Background: an optimization exercise with open tools, aiming at small area and a short achievable clock period. Do not read the settings as production practice. Only simulation tests tie the RTL to the original design; equivalence was not proved. No activity file was given, so power comes from the tool's default toggle rates.

==> job 6298 <==
// mul32_pipe
module mul32_pipe (
    input  logic               clk,
    input  logic               rst_n,
    input  logic [31:0]        a,
    input  logic [31:0]        b,
    input  logic               mode,    
    output logic [31:0]        hi,
    output logic [31:0]        lo
);
    logic [31:0] a_q;
    logic        sa_q;
    logic [15:0] one_q;    
    logic [15:0] two_q;    
    logic [15:0] neg_q;    
    logic        t16_q;    
    logic        sb;
    assign sb = mode & b[31];
    always_ff @(posedge clk)
    begin
        a_q   <= a;
        sa_q  <= mode & a[31];
        one_q[0] <= b[0] ^ 1'b0;
        two_q[0] <= (b[1] & ~b[0] & ~1'b0) | (~b[1] & b[0] & 1'b0);
        neg_q[0] <= b[1];
        one_q[1] <= b[2] ^ b[1];
        two_q[1] <= (b[3] & ~b[2] & ~b[1]) | (~b[3] & b[2] & b[1]);
        neg_q[1] <= b[3];
        one_q[2] <= b[4] ^ b[3];
        two_q[2] <= (b[5] & ~b[4] & ~b[3]) | (~b[5] & b[4] & b[3]);
        neg_q[2] <= b[5];
        one_q[3] <= b[6] ^ b[5];
        two_q[3] <= (b[7] & ~b[6] & ~b[5]) | (~b[7] & b[6] & b[5]);
        neg_q[3] <= b[7];
        one_q[4] <= b[8] ^ b[7];
        two_q[4] <= (b[9] & ~b[8] & ~b[7]) | (~b[9] & b[8] & b[7]);
  ...
clock: 7.0 ns
lec_check: 0
abc_area: 1
cap_margin: 20
core_margin: 2
core_utilization: 40
cts_cluster_diameter: 80
cts_cluster_size: 30
setup_slack_margin: 4.6
slew_margin: 20
synth_hierarchical: 1
run.sh (not shown) runs the stock make flow with config.mk's settings and CLKGATE_MAP_FILE= SYNTH_SCRIPT=/design/flow/synth_recipe.tcl, a recipe that flattens the netlist after the stock synthesis.
==> inputs of job 963, as changes to job 6298 <==
--- a/flow/config.mk
+++ b/flow/config.mk
@@ -9,7 +9,8 @@
 export CAP_MARGIN = 20
 export CORE_MARGIN = 2
-export CORE_UTILIZATION = 40
+export CORE_UTILIZATION = 55
 export CTS_CLUSTER_DIAMETER = 80
 export CTS_CLUSTER_SIZE = 30
+export PLACE_DENSITY = 0.7
 export SETUP_SLACK_MARGIN = 4.6
 export SLEW_MARGIN = 20
==> inputs of job 2790, as changes to job 6298 <==
--- a/flow/config.mk
+++ b/flow/config.mk
@@ -9,8 +9,9 @@
 export CAP_MARGIN = 20
 export CORE_MARGIN = 2
-export CORE_UTILIZATION = 40
+export CORE_UTILIZATION = 55
 export CTS_CLUSTER_DIAMETER = 80
 export CTS_CLUSTER_SIZE = 30
-export SETUP_SLACK_MARGIN = 4.6
+export PLACE_DENSITY = 0.7
+export SETUP_SLACK_MARGIN = 4.75
 export SLEW_MARGIN = 20
 export SYNTH_HIERARCHICAL = 1
==> results.toml <==
[global_route]
grtUsageMet3 = 0.1023
grtUsageTotal = 0.2825

[final_layout]
area_growth_pct = 12.42
multi_input_area_share = 0.4911
seq_area_frac = 0.3750

[run_status]
outcome = "timing/DRC/antenna clean"

[pwr]
switching_share = 0.3807
combPwrFrac = 0.478

[setup_path]
cp.depth = 4

[hold_path]
min_from = "p_q[5][43]$_DFF_P_"

[detailed_routing]
wl_per_cell_um = 23.98
route.met2.wl_mm = 47.95

[floorplan]
start_util = 0.5563

[timing]
tightest_slew_ns = 0.8150
[end of results for job 963]
==> results.toml <==
[synthesis]
netlist_area_um2 = 39770
synth-async-reset-ratio = 0
yosys.area_share.simple = 0.02920

[floorplan]
start_util = 0.5563
num_rows = 98

[pwr]
clkPwrFrac = 0.126
switching_share = 0.3897
combPwrFrac = 0.516

[final_layout]
multi_input_area_share = 0.5057
area_growth_pct = 27.02
seq_area_frac = 0.3333
drive_gt1_frac = 0.3416

[clock_network]
cts_made_buffers = 40

[detailed_routing]
wl_per_cell_um = 28.27
route.met2.wl_mm = 54.63

[global_route]
grtUsageTotal = 0.2956

[run_status]
outcome = "timing/DRC/antenna clean"

[timing]
hold-worst-slack_ns = 0.3281

[setup_path]
path_cells = "clkinvlp_4 > buf_12 > o22ai_1 > xor2_1 > fa_1 > fa_2"
r2r_setup_slack_ns = 4.23
[end of results for job 2790]
==> results.toml <==
[final_layout]
multi_input_area_share = 0.4863
largest_reg_flops = 320
area_growth_pct = 14.17
bufAreaShareNonClock = 0.05341
seq_area_frac = 0.3683

[hold_path]
min_from = "p_q[4][39]$_DFF_P_"

[global_route]
grtUsageTotal = 0.2100
grtUsageMet3 = 0.06668

[pwr]
powerDensity_nw_per_um2 = 465.7
switching_share = 0.3795
combPwrFrac = 0.480

[detailed_routing]
wl_per_cell_um = 22.68
route.met2.wl_mm = 49.00

[setup_path]
cp.depth = 4

[run_status]
outcome = "timing/DRC/antenna clean"

[placement]
pre_cts_ws_ns = 4.007

[floorplan]
start_util = 0.4041

[timing]
tightest_slew_ns = 0.9039

[clock_network]
htree_levels = 2
[end of results for job 6298]

========
==> run Y: inputs <==
Another version of the RTL of mul32_pipe (not shown whole).
clock: 7.0 ns
lec_check: 0
abc_area: 1
cap_margin: 20
core_margin: 2
core_utilization: 40
setup_slack_margin: 4.4
slew_margin: 20
==> run B (differences from run Y) <==
SETUP_SLACK_MARGIN = not set   (was 4.4)
==> run P (differences from run Y) <==
SETUP_SLACK_MARGIN = 4.7   (was 4.4)
==> reports/metrics.cfg <==
[final_layout]
nNetsFinal = 5597
seq_share_pct = 30.4
fin_area_sq_um = 58400
drive_above_1_share_pct = 23.7

[power]
cell_internal_pwr_mw = 15.9
comb-power_mw = 14.6
seq_cell_power_mw = 7.90

[placement]
hpwl_mm = 96.6
dp_slack_ps = 3820

[critical_path]
crit_cells = 11
endpoint = r2_l2[215]

[outcome]
status = timing/DRC/antenna clean

[timing]
timing.final.crit_share_pct = 40.8
fin_worst_skew_ps = 38.7

[detailed_routing]
detail_route.wirelength.met1_mm = 61.4

That was run P.
==> reports/metrics.cfg <==
[outcome]
status = timing/DRC/antenna clean

[final_layout]
drive_above_1_share_pct = 15.4
fin_area_sq_um = 54900
nNetsFinal = 5507

[power]
cell_internal_pwr_mw = 15.3
comb-power_mw = 13.7
seq_cell_power_mw = 7.91

[critical_path]
endpoint = r2_l2[161]
worstSetupStartpoint = a_q[16]
crit_cells = 8

[detailed_routing]
detail_route.wirelength.met1_mm = 58.6

[placement]
hpwl_mm = 97.5

[global_routing]
grt.overflow.total = 0

[timing]
fin_worst_skew_ps = 56.1

That was run Y.
==> reports/metrics.cfg <==
[outcome]
status = timing/DRC/antenna clean

[timing]
fin_worst_skew_ps = 34.8
timing.final.crit_share_pct = 51.4

[critical_path]
endpoint = r2_l2[179]

[placement]
dp_slack_ps = 3470
hpwl_mm = 98.1

[final_layout]
nNetsFinal = 5347
fin_area_sq_um = 51100
drive_above_1_share_pct = 7.57

[power]
seq_cell_power_mw = 7.84
cell_internal_pwr_mw = 15.0

That was run B.

========
==> harbor <==
mul32_pipe, a different RTL version from the one above (not shown whole).
export LEC_CHECK = 0
export ABC_AREA = 1
export CAP_MARGIN = 20
export CORE_MARGIN = 2
export CORE_UTILIZATION = 55
export CTS_CLUSTER_DIAMETER = 70
export CTS_CLUSTER_SIZE = 36
export PLACE_DENSITY = 0.7
export SETUP_SLACK_MARGIN = 4.6
export SLEW_MARGIN = 20
export SYNTH_HIERARCHICAL = 1
create_clock -name core_clock -period 7.0 [get_ports {clk}]
standard.sh (not shown) runs the stock make flow with config.mk's settings and CLKGATE_MAP_FILE= SYNTH_SCRIPT=/design/flow/synth_recipe.tcl, a recipe that flattens the netlist after the stock synthesis.
==> flow/flow/run.sh <==
#!/bin/bash
# Own flow: the standard layout (standard.sh, unchanged synthesis and
# steps), with the port buffers that placement inserts made plain buf_2
# cells instead of the delay-buffer cells buffer_ports picks by default.
# Repair still resizes them where timing needs it.
set -euo pipefail
cd "$(dirname "$0")/.."
export BUFFER_PORTS_ARGS="-buffer_cell sky130_fd_sc_hd__buf_2"
bash standard.sh finish > standard.log 2>&1
==> inputs of yarrow, as changes to harbor <==
Settings changed: CORE_UTILIZATION 55 to 50, CTS_CLUSTER_DIAMETER 70 to 80, CTS_CLUSTER_SIZE 36 to 30, PLACE_DENSITY 0.7 to 0.65.
==> inputs of garnet, as changes to harbor <==
Settings changed: CTS_CLUSTER_DIAMETER 70 to 80, CTS_CLUSTER_SIZE 36 to 30, SETUP_SLACK_MARGIN 4.6 to 4.55.
==> flow_summary.json <==
{
  "status": "finished clean",
  "p_leak_nw": 19.3,
  "min-delay-start": "p_q[5][59]$_DFF_P_",
  "preCtsSetupSlack_ps": 4030,
  "timing.hold.ws_ps": 325,
  "inv_count": 266,
  "totalWireLength_um": 105000,
  "drt-vias-per-instance": 5.87,
  "fmax_mhz": 401,
  "worstHoldEndpoint": "p_q[6][59]$_DFF_P_",
  "power_density_nw_per_um2": 473,
  "pg_clk_mw": 3.11,
  "crit_start": "p_q[8][53]$_SDFF_PN0_",
  "area_growth_pct": 9.40,
  "initial_core_util_pct": 55.5,
  "r2r_end": "r3_cs[63]$_DFF_P_",
  "utilization_pct": 60.7,
  "layout_common_cells": "732 x dfxtp_1, 536 x xor2_1, 512 x o22ai_1"
}
The numbers above come from garnet.

==> flow_summary.json <==
{
  "totalWireLength_um": 107000,
  "timing.hold.ws_ps": 331,
  "worstHoldEndpoint": "p_q[5][25]$_DFF_P_",
  "preCtsSetupSlack_ps": 4000,
  "layout_common_cells": "722 x dfxtp_1, 533 x xor2_1, 505 x o22ai_1",
  "inv_count": 261,
  "r2r_end": "r3_cs[67]$_DFF_P_",
  "initial_core_util_pct": 50.4,
  "drt-vias-per-instance": 5.66,
  "min-delay-start": "p_q[4][25]$_DFF_P_",
  "status": "finished clean"
}
The numbers above come from yarrow.

==> flow_summary.json <==
{
  "preCtsSetupSlack_ps": 3850,
  "pg_clk_mw": 3.54,
  "crit_start": "p_q[8][49]$_SDFF_PN0_",
  "timing.hold.ws_ps": 318,
  "inv_count": 266,
  "status": "finished clean",
  "r2r_end": "r3_cs[59]$_DFF_P_",
  "p_leak_nw": 19.6,
  "fmax_mhz": 399,
  "layout_common_cells": "741 x dfxtp_1, 535 x xor2_1, 508 x o22ai_1",
  "area_growth_pct": 11.2
}
The numbers above come from harbor.


========
==> build 23 <==
mul32_pipe, a different RTL version from the one above (not shown whole).
==> flow/config.mk <==
export PLATFORM = sky130hd
export DESIGN_NAME = mul32_pipe
export DESIGN_NICKNAME = mul32_pipe
export VERILOG_FILES = /design/flow/design.v
export SDC_FILE = /design/flow/constraint.sdc
export NUM_CORES = 4
export LEC_CHECK = 0
export ABC_AREA = 1
export CAP_MARGIN = 20
export CORE_MARGIN = 2
export CORE_UTILIZATION = 40
export SETUP_SLACK_MARGIN = 4.3
export SLEW_MARGIN = 20
export SYNTH_HIERARCHICAL = 1
==> flow/constraint.sdc <==
create_clock -name core_clock -period 7.0 [get_ports {clk}]
set_input_delay 1.4000 -clock core_clock [delete_from_list [all_inputs] [get_ports {clk}]]
set_output_delay 1.4000 -clock core_clock [all_outputs]
set_load 0.01 [all_outputs]
run.sh (not shown) runs the stock make flow with config.mk's settings and CLKGATE_MAP_FILE= SYNTH_SCRIPT=/design/flow/synth_recipe.tcl, a recipe that flattens the netlist after the stock synthesis.
Stock flow here: none of the scripts above is used.
==> inputs of trial 22, as changes to build 23 <==
--- a/flow/design.v
+++ b/flow/design.v
@@ -3698,24 +3698,25 @@
     assign prod[59] = fa_p0[59] ^ fa_G118;
     assign prod[60] = fa_p0[60] ^ fa_G74;
     assign prod[61] = fa_p0[61] ^ fa_G119;
     assign prod[62] = fa_p0[62] ^ fa_G89;
     assign prod[63] = fa_p0[63] ^ fa_G120;
     logic [63:0] p_q [4:8];
-    logic [7:1] vld;
+    logic [2:0] run_q;
     always_ff @(posedge clk)
     begin
-        vld[1] <= rst_n;
-        for (int k = 2; k <= 7; k++)
-            vld[k] <= vld[k-1] & rst_n;
+        if (!rst_n)
+            run_q <= 3'd0;
+        else if (run_q != 3'd7)
+            run_q <= run_q + 3'd1;
     end
     always_ff @(posedge clk)
     begin
         p_q[4] <= ~prod;
         for (int k = 4+1; k <= 7; k++)
             p_q[k] <= p_q[k-1];
-        p_q[8] <= (vld[7] && rst_n) ? ~p_q[7] : 64'd0;
+        p_q[8] <= (run_q == 3'd7 && rst_n) ? ~p_q[7] : 64'd0;
     end
     assign hi = p_q[8][63:32];
     assign lo = p_q[8][31:0];
 endmodule
 `default_nettype wire
- CORE_UTILIZATION: 40 -> 65
- CTS_CLUSTER_DIAMETER: default -> 80
- CTS_CLUSTER_SIZE: default -> 30
- PLACE_DENSITY: default -> 0.8
- SETUP_SLACK_MARGIN: 4.3 -> 4.6
==> run notes <==
quantity	build 23	trial 22
Outcome	complete, no violations	complete, no violations
Power in the clock group	5040 uW	2840 uW
Worst setup skew after layout	29.44 ps	42.61 ps
DR vias/cell	5.354	6.561
Switch share	0.3583	0.3860
CP Data Arrival Time	3250 ps	3080 ps
Crit path to	r2_l1[42]	p_q[4][47]
Combined area of all synthesized cells	39,830 um^2	39,770 um^2
CTS H-Tree Depth	3	2
Critical Path Stages	4	17
Tightest Pin Transition	889.9 ps	832.0 ps
Power of the combinational group	9450 uW	10,500 uW
Sequential-cell power consumption	7860 uW	8010 uW
Number of buffers outside the clock class in the layout	235	294

========
==> 05-27 <==
mul32_pipe with an RTL version that a note above also has.
clock: 7.0 ns
lec_check: 0
abc_area: 1
cap_margin: 20
core_margin: 2
core_utilization: 55
cts_cluster_diameter: 80
cts_cluster_size: 30
place_density: 0.7
setup_slack_margin: 4.6
slew_margin: 20
synth_hierarchical: 1
standard.sh (not shown) runs the stock make flow with config.mk's settings and CLKGATE_MAP_FILE= SYNTH_SCRIPT=/design/flow/synth_recipe.tcl, a recipe that flattens the netlist after the stock synthesis.
Scripts as last shown in full above: flow/flow/run.sh
==> 01-18: changes against 05-27 <==
--- a/flow/design.v
+++ b/flow/design.v
@@ -3697,26 +3697,25 @@
     assign prod[58] = fa_p0[58] ^ fa_G88;
     assign prod[59] = fa_p0[59] ^ fa_G118;
     assign prod[60] = fa_p0[60] ^ fa_G74;
     assign prod[61] = fa_p0[61] ^ fa_G119;
     assign prod[62] = fa_p0[62] ^ fa_G89;
     assign prod[63] = fa_p0[63] ^ fa_G120;
     logic [63:0] p_q [4:8];
-    logic [2:0] run_q;
+    logic [7:1] vld;
     always_ff @(posedge clk)
     begin
-        if (!rst_n)
-            run_q <= 3'd0;
-        else if (run_q != 3'd7)
-            run_q <= run_q + 3'd1;
+        vld[1] <= rst_n;
+        for (int k = 2; k <= 7; k++)
+            vld[k] <= vld[k-1] & rst_n;
     end
     always_ff @(posedge clk)
     begin
         p_q[4] <= ~prod;
         for (int k = 4+1; k <= 7; k++)
             p_q[k] <= p_q[k-1];
-        p_q[8] <= (run_q == 3'd7 && rst_n) ? ~p_q[7] : 64'd0;
+        p_q[8] <= (vld[7] && rst_n) ? ~p_q[7] : 64'd0;
     end
     assign hi = p_q[8][63:32];
     assign lo = p_q[8][31:0];
 endmodule
 `default_nettype wire
==> flow/run.sh (new file) <==
#!/bin/bash
# synth_recipe.tcl (not shown) runs the flow's synth.tcl, then flattens the netlist and writes it again
# the make line also repeats each setting of config.mk as NAME=value (left out here)
make -C /OpenROAD-flow-scripts/flow DESIGN_CONFIG=/design/flow/config.mk WORK_HOME=/design/flow/orfs CLKGATE_MAP_FILE= SYNTH_SCRIPT=/design/flow/synth_recipe.tcl finish
Settings changed: CORE_UTILIZATION 55 to 40, CTS_CLUSTER_DIAMETER 80 to default, CTS_CLUSTER_SIZE 30 to default, PLACE_DENSITY 0.7 to default.
removed: flow/flow/run.sh
removed: flow/standard.sh
==> summary of the runs <==
- Combinational power is about the same in 05-27 and 01-18.
- Of 01-18 and 05-27, 01-18 has the higher critical path depth (gap 12).
- In synthesized cell count, 01-18 and 05-27 hardly differ.
- Against 05-27, the utilization of 01-18 is lower by 15 points.
- Against 05-27, the clock power of 01-18 is higher by about 60%.
- Between 05-27 and 01-18, the lower final cell count is in 05-27 (gap about 9%, measured against 01-18).
- Of 01-18 and 05-27, 01-18 has the higher cell area (gap about 5.7%, measured against 05-27).
- In 01-18 the clock skew is lower than in 05-27, by 12 ps.
- In 05-27 the total power is smaller than in 01-18, by 7.6%.

-- afterwards: timing with drivers on the ports --
How much do the figures lean on ideal ports? The routed layouts below were timed once more, with nothing changed but the port constraints.
Step 1, drivers: a clkbuf_16 drives clk and a buf_2 each remaining input, both assumed.
Step 2 also shifts input and output timing later by t, the mid clock arrival at the registers, as if the neighbouring blocks saw the same clock.
Three values: no drivers, after step 1, after step 2; two values: the first two.
run | t (ns) | slack for setup (ns) | worst setup path after step 2 | slew at the worst register clock pin (ns) | pins driven straight from the clock port
job 6298 | 0.698 | 4.487 / 4.422 / 4.110 | input to register | 0.11 / 0.11 | 1
job 963 | 0.680 | 4.514 / 4.452 / 4.061 | input to register | 0.11 / 0.11 | 1
job 2790 | 0.705 | 4.233 / 4.233 / 4.233 | register to register | 0.11 / 0.11 | 1
run Y | 0.750 | 4.163 / 4.163 / 4.082 | input to register | 0.07 / 0.07 | 1
run B | 0.743 | 3.404 / 3.404 / 3.404 | register to register | 0.06 / 0.06 | 1
run P | 0.777 | 4.143 / 4.143 / 4.143 | register to register | 0.08 / 0.08 | 1
harbor | 0.700 | 4.494 / 4.427 / 4.510 | register to register | 0.12 / 0.12 | 1
yarrow | 0.694 | 4.513 / 4.443 / 4.507 | input to register | 0.11 / 0.11 | 1
garnet | 0.694 | 4.508 / 4.437 / 4.472 | input to register | 0.11 / 0.11 | 1
build 23 | 0.724 | 4.286 / 4.273 / 4.007 | input to register | 0.07 / 0.07 | 1
trial 22 | 0.684 | 4.426 / 4.426 / 4.092 | input to register | 0.11 / 0.11 | 1
05-27 | 0.690 | 4.473 / 4.433 / 4.443 | input to register | 0.11 / 0.11 | 1
01-18 | 0.728 | 4.482 / 4.415 / 4.137 | input to register | 0.07 / 0.07 | 1
After both steps setup and hold are still met in every run listed. The setup slack of job 963, which loses most, moves by -0.062 ns with the drivers and by -0.453 ns with both steps.
